Context: an optimization exercise on an open-source flow, tuned for small area. The choices shown serve that exercise and are no tape-out recipe.
The RTL was checked by simulation tests, not by an equivalence proof against the original design.
Power is estimated from default activity; no workload was simulated.

## the reference run
## csr_file
module csr_file (
  input  logic                 clk_i,
  input  logic                 rst_ni,
  input  logic [45:0]          req_i,          
  input  logic [2:0]           stall_i,        
  input  logic                 trap_i,         
  input  logic                 mret_i,         
  input  logic [95:0]          trap_info_i,    
  input  logic [2:0]           irq_i,          
  output logic [32-1:0] csr_rdata_o,
  output logic [32-1:0] mtvec_o,
  output logic [32-1:0] mepc_o
);
For scale: ~1100 cells after synthesis, ~250 I/O pins, about 0.012 mm² of cells after synthesis.
export LEC_CHECK = 0
export CAP_MARGIN = 5
export CORE_MARGIN = 2
export CORE_UTILIZATION = 70
export GPL_TIMING_DRIVEN = 0
export SLEW_MARGIN = 5
export SYNTH_HIERARCHICAL = 1
export SYNTH_MINIMUM_KEEP_SIZE = 0
create_clock -name core_clock -period 6.0 [get_ports {clk_i}]
standard.sh (not shown) runs the stock make flow with config.mk's settings and CLKGATE_MAP_FILE= SYNTH_SCRIPT=/design/flow/synth_recipe.tcl, a recipe that flattens the netlist after the stock synthesis.
==> flow/flow/run.sh <==
#!/bin/bash
# Standard ORFS layout with two changes: the port buffers use the smallest buffer cell, and
# the clock tree uses larger sink clusters without dummy loads.
set -e
export BUFFER_PORTS_ARGS="-buffer_cell sky130_fd_sc_hd__buf_1"
export CTS_ARGS="-sink_clustering_enable -repair_clock_nets -dont_use_dummy_load -buf_list sky130_fd_sc_hd__clkbuf_8 -sink_clustering_size 18 -sink_clustering_max_diameter 80"
bash standard.sh > standard.log 2>&1
The reference run completed; timing, DRC and antenna clean
> inputs changed (the reference run -> the trial run)
==> flow/flow/run.sh <==
#!/bin/bash
# Standard ORFS layout with two changes: the port buffers use the smallest buffer cell, and
# the clock tree uses larger sink clusters without dummy loads.
set -e
export BUFFER_PORTS_ARGS="-buffer_cell sky130_fd_sc_hd__buf_1"
export CTS_ARGS="-sink_clustering_enable -repair_clock_nets -dont_use_dummy_load -buf_list sky130_fd_sc_hd__clkbuf_4 -sink_clustering_size 10 -sink_clustering_max_diameter 80"
bash standard.sh > standard.log 2>&1
==> run summary <==
Result for the reference run and the trial run: all clean. The area growth from synthesis to layout of the trial run and that of the reference run are within noise of each other. The trial run vs. the reference run: number of buffers inserted during clock tree synthesis went up 15, setup slack higher, post-detailed-placement cell area held steady. The trial run ends up with a final cell count that is about 1% higher than in the reference run. In the tables for the reference run and the trial run, final critical delay including setup and external delays reads lower with the trial run.

---

## old
csr_file, a different RTL version from the one above (not shown whole).
For scale: about 1900 cells after synthesis, about 290 flip-flops, ~250 I/O pins, ~14000 um2 of cells after synthesis.
export LEC_CHECK = 0
export ABC_AREA = 1
export CAP_MARGIN = 20
export CORE_MARGIN = 2
export CORE_UTILIZATION = 50
export CTS_BUF_LIST = sky130_fd_sc_hd__clkbuf_4
export SLEW_MARGIN = 20
create_clock -name core_clock -period 6.0 [get_ports {clk_i}]
run.sh (not shown) runs the stock make flow with config.mk's settings and CLKGATE_MAP_FILE= SYNTH_SCRIPT=/design/flow/synth_recipe.tcl, a recipe that flattens the netlist after the stock synthesis.
Stock flow here: none of the scripts above is used.
The inputs of new differ from those of old as listed below.
==> flow/flow/run.sh (new file) <==
#!/bin/bash
# Standard ORFS layout, with the port buffers made from the smallest buffer cell
set -e
cp standard.sh standard_copy.txt
export BUFFER_PORTS_ARGS="-buffer_cell sky130_fd_sc_hd__buf_1"
bash standard.sh > standard.log 2>&1
==> flow/standard.sh (new file) <==
#!/bin/bash
# synth_recipe.tcl (not shown) runs the flow's synth.tcl, then flattens the netlist and writes it again
# the make line also repeats each setting of config.mk as NAME=value (left out here)
make -C /OpenROAD-flow-scripts/flow DESIGN_CONFIG=/design/flow/config.mk WORK_HOME=/design/flow/orfs CLKGATE_MAP_FILE= SYNTH_SCRIPT=/design/flow/synth_recipe.tcl "${@:-finish}"
removed: flow/run.sh
[summary]
new vs. old: combinational power now sits lower, relative contribution of combinational cells to total power now sits lower. Re sequential cell count: no difference whatsoever between old and new. new improves on old in post-layout total power. Switching part of the total came out higher on new than on old. Diff old -> new: worst setup slack after placement climbed 0.34 ns; met3 demand-to-capacity share in global routing climbed 1.4 points.

## port drivers added, routing unchanged
The results above use ideal ports. As a check the final layouts listed here were re-extracted and re-timed, cells and wires unchanged. Step 1 assumes that a clkbuf_16 drives the clock port and a buf_2 every other input. Step 2, shift: input delay + t, output delay - t, t = (earliest + latest rising clock arrival at the registers) / 2. This alone moves slack from input paths to output paths. a / b / c = no drivers / after step 1 / after step 2; a / b = the first two.
run	t (ns)	setup WS [ns]	hold slack, ns	clock arrival spread, ns
the reference run	0.562	0.754 / 0.776 / 0.214	0.499 / 0.499 / 0.499	0.068 / 0.068
the trial run	0.650	0.857 / 0.875 / 0.224	0.499 / 0.499 / 0.499	0.081 / 0.081
old	0.732	0.488 / 0.461 / 0.461	0.459 / 0.459 / 0.459	0.050 / 0.051
new	0.754	0.895 / 0.871 / 0.871	0.458 / 0.458 / 0.458	0.066 / 0.067
After both steps setup and hold are still met in every run listed. The setup slack of the trial run, which loses most, moves by +0.018 ns with the drivers and by -0.633 ns with both steps.
